Source: an optimization exercise on an open RTL-to-GDS flow (aim: a short achievable clock period and few clock cycles). Production flows keep margins and buffers that such runs may drop. Where RTL was checked, it was by simulation tests only, not by an equivalence proof against the original. Power is estimated from default activity; no workload was simulated.

==> juniper <==
Design mips_core, start of the top module:
module mips_core (
    input  logic                     clk,
    input  logic                     rst_n,
    input  mips_pkg::word_t          ir,
    input  mips_pkg::word_t          read_data_mem,
    output mips_pkg::word_t          ir_addr,
    output logic                     cen,
    output logic                     wen,
    output logic                     oen,
    output logic [7-1:0] a,
    output mips_pkg::word_t          mem_wdata
);
    mips_pkg::instr_t    instr;
    logic      f_we;
    logic [4:0] f_dst;
    logic      f_alu_src;
    logic      f_lw;
    logic      f_sw;
    logic      f_beq;
    logic      f_jump;
    logic      f_link;
    logic      f_jr;
    logic      f_sel_sum;
    logic      f_sel_and;
    logic      f_sel_or;
    logic      f_sel_slt;
    logic      f_sel_b;
    logic      f_inv_b;
    mips_pkg::word_t     imm_ext;
    mips_pkg::word_t     rf_rs;
    mips_pkg::word_t     rf_rt;
    mips_pkg::word_t     rs_data;
    mips_pkg::word_t     rt_data;
    mips_pkg::word_t     b_data;
    mips_pkg::word_t     pc;
    mips_pkg::word_t     pc_plus4;
    mips_pkg::word_t     branch_target;
    logic      f_take;
    logic      redirect;
    logic      f_kill;
    logic      x_we;
    logic [4:0] x_dst;
    logic      x_lw;
    logic      x_sw;
    logic      x_sel_sum;
    logic      x_sel_and;
    logic      x_sel_or;
    logic      x_sel_slt;
    logic      x_sel_b;
    logic      x_cin;
    mips_pkg::word_t     x_a;
    mips_pkg::word_t     x_b;
    mips_pkg::word_t     x_st;
    mips_pkg::word_t     x_alu;
    mips_pkg::word_t     x_result;
    logic [8:0]          x_addr;
    assign instr = ir;
    instr_decoder u_instr_decoder (
        .instr     (instr),
        .reg_write (f_we),
        .dst       (f_dst),
        .alu_src   (f_alu_src),
        .mem_read  (f_lw),
        .mem_write (f_sw),
        .branch    (f_beq),
        .jump      (f_jump),
        .link      (f_link),
        .jump_reg  (f_jr),
        .sel_sum   (f_sel_sum),
  ...
clock: 11.5 ns
lec_check: 0
abc_clock_period_in_ps: 4000
cap_margin: 20
core_margin: 2
core_utilization: 40
gpl_timing_driven: 1
setup_slack_margin: 5
slew_margin: 20
run.sh (not shown) runs the stock make flow with config.mk's settings and CLKGATE_MAP_FILE= SYNTH_SCRIPT=/design/flow/synth_recipe.tcl, a recipe that flattens the netlist after the stock synthesis.
==> pepper (differences from juniper) <==
--- a/flow/design.v
+++ b/flow/design.v
@@ -113,15 +113,16 @@
     input  logic                rst_n,
     input  logic                we,
     input  mips_pkg::reg_addr_t raddr1,
     input  mips_pkg::reg_addr_t raddr2,
     input  mips_pkg::reg_addr_t waddr,
     input  mips_pkg::word_t     wdata,
     output mips_pkg::word_t     rdata1,
-    output mips_pkg::word_t     rdata2
+    output mips_pkg::word_t     rdata2,
+    output logic                rzero1    
 );
     logic [32-1:0] regs [1:32-1];
     always_ff @(posedge clk) begin
         if (rst_n) begin
             for (int i = 1; i < 32; i++) begin
                 regs[i] <= '0;
             end
@@ -130,82 +131,99 @@
                 if (waddr == 5'(i)) regs[i] <= wdata;
             end
         end
     end
     always_comb begin
         rdata1 = '0;
         rdata2 = '0;
+        rzero1 = 1'b1;
         for (int i = 1; i < 32; i++) begin
             if (raddr1 == 5'(i)) rdata1 = regs[i];
             if (raddr2 == 5'(i)) rdata2 = regs[i];
+            if (raddr1 == 5'(i)) rzero1 = (regs[i] == '0);
         end
     end
 endmodule
 `timescale 1ns/1ps
 module alu (
     input  logic              sel_sum,
     input  logic              sel_and,
     input  logic              sel_or,
     input  logic              sel_slt,
     input  logic              sel_b,
-    input  logic              cin,
+    input  logic              sub,       
     input  mips_pkg::word_t   a_in,
     input  mips_pkg::word_t   b_in,
     output mips_pkg::word_t   result
 );
+    mips_pkg::word_t b_add;
     mips_pkg::word_t sum;
     logic            lt_signed;
-    assign sum = a_in + b_in + {31'd0, cin};
-    assign lt_signed = (a_in[31] == b_in[31]) ? a_in[31] : sum[31];
+    assign b_add = sub ? ~b_in : b_in;
+    assign sum   = a_in + b_add + {31'd0, sub};
+    assign lt_signed = (a_in[31] != b_in[31]) ? a_in[31] : sum[31];
     assign result = ({32{sel_sum}} & sum)
                   | ({32{sel_and}} & (a_in & b_in))
                   | ({32{sel_or}}  & (a_in | b_in))
                   | ({32{sel_b}}   & b_in)
                   | {{(32-1){1'b0}}, sel_slt & lt_signed};
 endmodule
+module addr_adder (
+    input  logic [8:0] base,
+    input  logic [8:0] offset,
+    output logic [6:0] addr
+);
+    logic [8:0] sum;
+    assign sum  = base + offset;
+    assign addr = sum[8:2];
+endmodule
 `timescale 1ns/1ps
 module pc_unit (
     input  logic            clk,
     input  logic            rst_n,
     input  logic            redirect,        
     input  mips_pkg::word_t redirect_pc,
     input  logic            take_branch,     
     input  logic            jump,            
+    input  logic            link,            
     input  logic            jump_reg,        
     input  logic [25:0]     target26,
     input  mips_pkg::word_t imm_ext,
-    input  mips_pkg::word_t rs_data,
     output mips_pkg::word_t pc,
     output mips_pkg::word_t pc_plus4,
-    output mips_pkg::word_t branch_target
+    output mips_pkg::word_t branch_target,
+    output mips_pkg::word_t ret_guess        
 );
     mips_pkg::word_t jump_target;
+    mips_pkg::word_t pc_other;
     mips_pkg::word_t pc_next;
     assign pc_plus4      = pc + 32'd4;
     assign branch_target = pc_plus4 + {imm_ext[32-3:0], 2'b00};
     assign jump_target   = {pc_plus4[32-1 -: 4], target26, 2'b00};
     always_comb begin
         if (redirect) begin
-            pc_next = redirect_pc;
-        end else if (jump_reg) begin
-            pc_next = rs_data;
+            pc_other = redirect_pc;
         end else if (jump) begin
-            pc_next = jump_target;
-        end else if (take_branch) begin
-            pc_next = branch_target;
+            pc_other = jump_target;
+        end else if (jump_reg) begin
+            pc_other = ret_guess;
         end else begin
-            pc_next = pc_plus4;
+            pc_other = pc_plus4;
         end
     end
+    assign pc_next = (take_branch && !redirect) ? branch_target : pc_other;
     always_ff @(posedge clk) begin
         if (rst_n) begin
             pc <= 32'h0000_0000;
         end else begin
             pc <= pc_next;
         end
+        if (link && !redirect) begin
+            ret_guess <= pc_plus4;
+        end
     end
 endmodule
 `timescale 1ns/1ps
 module mips_core (
     input  logic                     clk,
     input  logic                     rst_n,
     input  mips_pkg::word_t          ir,
@@ -228,43 +246,56 @@
     logic      f_link;
     logic      f_jr;
     logic      f_sel_sum;
     logic      f_sel_and;
     logic      f_sel_or;
     logic      f_sel_slt;
     logic      f_sel_b;
-    logic      f_inv_b;
+    logic      f_sub;
     mips_pkg::word_t     imm_ext;
     mips_pkg::word_t     rf_rs;
     mips_pkg::word_t     rf_rt;
+    logic                rf_rs_zero;
+    logic                fwd_rs;
+    logic                fwd_rt;
     mips_pkg::word_t     rs_data;
     mips_pkg::word_t     rt_data;
+    logic                rs_zero;
     mips_pkg::word_t     b_data;
     mips_pkg::word_t     pc;
     mips_pkg::word_t     pc_plus4;
     mips_pkg::word_t     branch_target;
+    mips_pkg::word_t     ret_guess;
+    logic      f_same;
+    logic      f_vs_r0;
     logic      f_take;
+    logic      f_guess;
     logic      redirect;
-    logic      f_kill;
+    mips_pkg::word_t     redirect_pc;
     logic      x_we;
     logic [4:0] x_dst;
     logic      x_lw;
     logic      x_sw;
+    logic      x_br;
+    logic      x_jr;
     logic      x_sel_sum;
     logic      x_sel_and;
     logic      x_sel_or;
     logic      x_sel_slt;
     logic      x_sel_b;
-    logic      x_cin;
+    logic      x_sub;
     mips_pkg::word_t     x_a;
     mips_pkg::word_t     x_b;
     mips_pkg::word_t     x_st;
+    mips_pkg::word_t     x_target;
     mips_pkg::word_t     x_alu;
     mips_pkg::word_t     x_result;
-    logic [8:0]          x_addr;
+    logic                x_result_zero;
+    logic                x_eq;
+    logic [6:0]          x_addr;
     assign instr = ir;
     instr_decoder u_instr_decoder (
         .instr     (instr),
         .reg_write (f_we),
         .dst       (f_dst),
         .alu_src   (f_alu_src),
         .mem_read  (f_lw),
@@ -274,83 +305,107 @@
         .link      (f_link),
         .jump_reg  (f_jr),
         .sel_sum   (f_sel_sum),
         .sel_and   (f_sel_and),
         .sel_or    (f_sel_or),
         .sel_slt   (f_sel_slt),
         .sel_b     (f_sel_b),
-        .invert_b  (f_inv_b),
+        .invert_b  (f_sub),
         .imm_ext   (imm_ext)
     );
     register_file u_register_file (
         .clk    (clk),
         .rst_n  (rst_n),
         .we     (x_we),
         .raddr1 (instr.r_fmt.rs),
         .raddr2 (instr.r_fmt.rt),
         .waddr  (x_dst),
         .wdata  (x_result),
         .rdata1 (rf_rs),
-        .rdata2 (rf_rt)
+        .rdata2 (rf_rt),
+        .rzero1 (rf_rs_zero)
     );
-    assign rs_data = (x_we && x_dst == instr.r_fmt.rs) ? x_result : rf_rs;
-    assign rt_data = (x_we && x_dst == instr.r_fmt.rt) ? x_result : rf_rt;
-    assign b_data = f_sel_b ? pc_plus4 : (f_alu_src ? imm_ext : rt_data);
-    assign f_take   = f_beq && (rs_data == rt_data);
-    assign redirect = 1'b0;
-    assign f_kill   = 1'b0;
+    assign fwd_rs  = x_we && (x_dst == instr.r_fmt.rs);
+    assign fwd_rt  = x_we && (x_dst == instr.r_fmt.rt);
+    assign rs_data = fwd_rs ? x_result : rf_rs;
+    assign rt_data = fwd_rt ? x_result : rf_rt;
+    assign rs_zero = fwd_rs ? x_result_zero : rf_rs_zero;
+    always_comb begin
+        if (f_link)         b_data = pc_plus4;
+        else if (f_jr)      b_data = ret_guess;
+        else if (f_alu_src) b_data = imm_ext;
+        else                b_data = rt_data;
+    end
+    assign f_same  = (instr.r_fmt.rs == instr.r_fmt.rt);
+    assign f_vs_r0 = (instr.r_fmt.rt == 5'd0);
+    assign f_take  = f_beq && (f_same || (f_vs_r0 && rs_zero));
+    assign f_guess = f_beq && !f_same && !f_vs_r0;
     pc_unit u_pc_unit (
         .clk           (clk),
         .rst_n         (rst_n),
-        .redirect      (1'b0),
-        .redirect_pc   ('0),
+        .redirect      (redirect),
+        .redirect_pc   (redirect_pc),
         .take_branch   (f_take),
         .jump          (f_jump),
+        .link          (f_link),
         .jump_reg      (f_jr),
         .target26      (instr.j_fmt.target26),
         .imm_ext       (imm_ext),
-        .rs_data       (rs_data),
         .pc            (pc),
         .pc_plus4      (pc_plus4),
-        .branch_target (branch_target)
+        .branch_target (branch_target),
+        .ret_guess     (ret_guess)
     );
     assign ir_addr = pc;
+    assign x_eq        = (x_a == x_b);
+    assign redirect    = (x_br && x_eq) || (x_jr && !x_eq);
+    assign redirect_pc = x_jr ? x_a : x_target;
     always_ff @(posedge clk) begin
-        if (rst_n || f_kill) begin
+        if (rst_n || redirect) begin
             x_we <= 1'b0;
             x_lw <= 1'b0;
             x_sw <= 1'b0;
+            x_br <= 1'b0;
+            x_jr <= 1'b0;
         end else begin
             x_we <= f_we;
             x_lw <= f_lw;
             x_sw <= f_sw;
+            x_br <= f_guess;
+            x_jr <= f_jr;
         end
         x_dst     <= f_dst;
         x_sel_sum <= f_sel_sum;
         x_sel_and <= f_sel_and;
         x_sel_or  <= f_sel_or;
         x_sel_slt <= f_sel_slt;
         x_sel_b   <= f_sel_b;
-        x_cin     <= f_inv_b;
+        x_sub     <= f_sub;
         x_a       <= rs_data;
-        x_b       <= f_inv_b ? ~b_data : b_data;
+        x_b       <= b_data;
         x_st      <= rt_data;
+        x_target  <= branch_target;
     end
     alu u_alu (
         .sel_sum (x_sel_sum),
         .sel_and (x_sel_and),
         .sel_or  (x_sel_or),
         .sel_slt (x_sel_slt),
         .sel_b   (x_sel_b),
-        .cin     (x_cin),
+        .sub     (x_sub),
         .a_in    (x_a),
         .b_in    (x_b),
         .result  (x_alu)
     );
-    assign x_result = x_lw ? read_data_mem : x_alu;
-    assign x_addr    = x_a[8:0] + x_b[8:0];
+    assign x_result      = x_lw ? read_data_mem : x_alu;
+    assign x_result_zero = (x_result == '0);
+    addr_adder u_addr (
+        .base   (x_a[8:0]),
+        .offset (x_b[8:0]),
+        .addr   (x_addr)
+    );
     assign cen       = ~((x_lw | x_sw) & ~rst_n);
     assign wen       = ~(x_sw & ~rst_n);
     assign oen       = 1'b0;
-    assign a         = x_addr[7+1:2];
+    assign a         = x_addr;
     assign mem_wdata = x_st;
 endmodule
==> flow/flow/run.sh (new file) <==
#!/bin/bash
set -euo pipefail
bash standard.sh SETUP_SLACK_MARGIN=6.6 finish > standard_flow.log 2>&1
==> flow/standard.sh (new file) <==
#!/bin/bash
# synth_recipe.tcl (not shown) runs the flow's synth.tcl, then flattens the netlist and writes it again
# the make line also repeats each setting of config.mk as NAME=value (left out here)
make -C /OpenROAD-flow-scripts/flow DESIGN_CONFIG=/design/flow/config.mk WORK_HOME=/design/flow/orfs CLKGATE_MAP_FILE= SYNTH_SCRIPT=/design/flow/synth_recipe.tcl "${@:-finish}"
- ABC_CLOCK_PERIOD_IN_PS: 4000 -> unset
- CORE_UTILIZATION: 40 -> 30
- SETUP_SLACK_MARGIN: 5 -> unset
- SYNTH_HIERARCHICAL: unset -> 1
removed: flow/run.sh
==> notes <==
Final cell count: pepper is higher than juniper (about 20%).
Against pepper, the sequential share of layout area of juniper is higher by 2.1 points.
Of juniper and pepper, pepper has the higher synthesized cell count (gap about 11%, measured against pepper).
Clock power: pepper is larger than juniper (6.5%).
Against pepper, the via count of juniper is lower by about 5.6%.
In juniper the core utilization is higher than in pepper, by 11 points.
Between pepper and juniper, the lower design area is in juniper (gap 15%, measured against juniper).
In pepper the global-route usage is lower than in juniper, by 14 points.
Testbench counts of pepper, summed over its fixed seeds: cycles 29,102.
No functional check of the RTL was part of juniper.

==> port drivers added, routing unchanged <==
The flow's constraints put no driver on any port. The routed layouts listed below were extracted and timed again, unchanged, in two steps. Step 1 sets driving cells, clkbuf_16 on the clock port and buf_2 on the other inputs (assumed; they add their load-dependent delay and slew). Step 2 adds t to the input delays and takes it off the output delays; t is the mean of the earliest and latest rising clock arrival at the registers after step 1. Input paths then give back, and output paths get back, about the clock's delay inside the block. Three values: ideal, step 1, step 2; two values: the first two.
run	t, ns	slack for setup (ns)	worst slew at a driven data input, ns	pins driven straight from the clock port
juniper	0.930	4.642 / 4.640 / 3.710	0.23	1
pepper	0.965	6.209 / 6.032 / 5.068	0.30	1
After both steps every run listed still meets setup and hold. For pepper, which loses most, drivers alone change the setup slack by -0.177 ns; drivers and shift together by -1.141 ns.
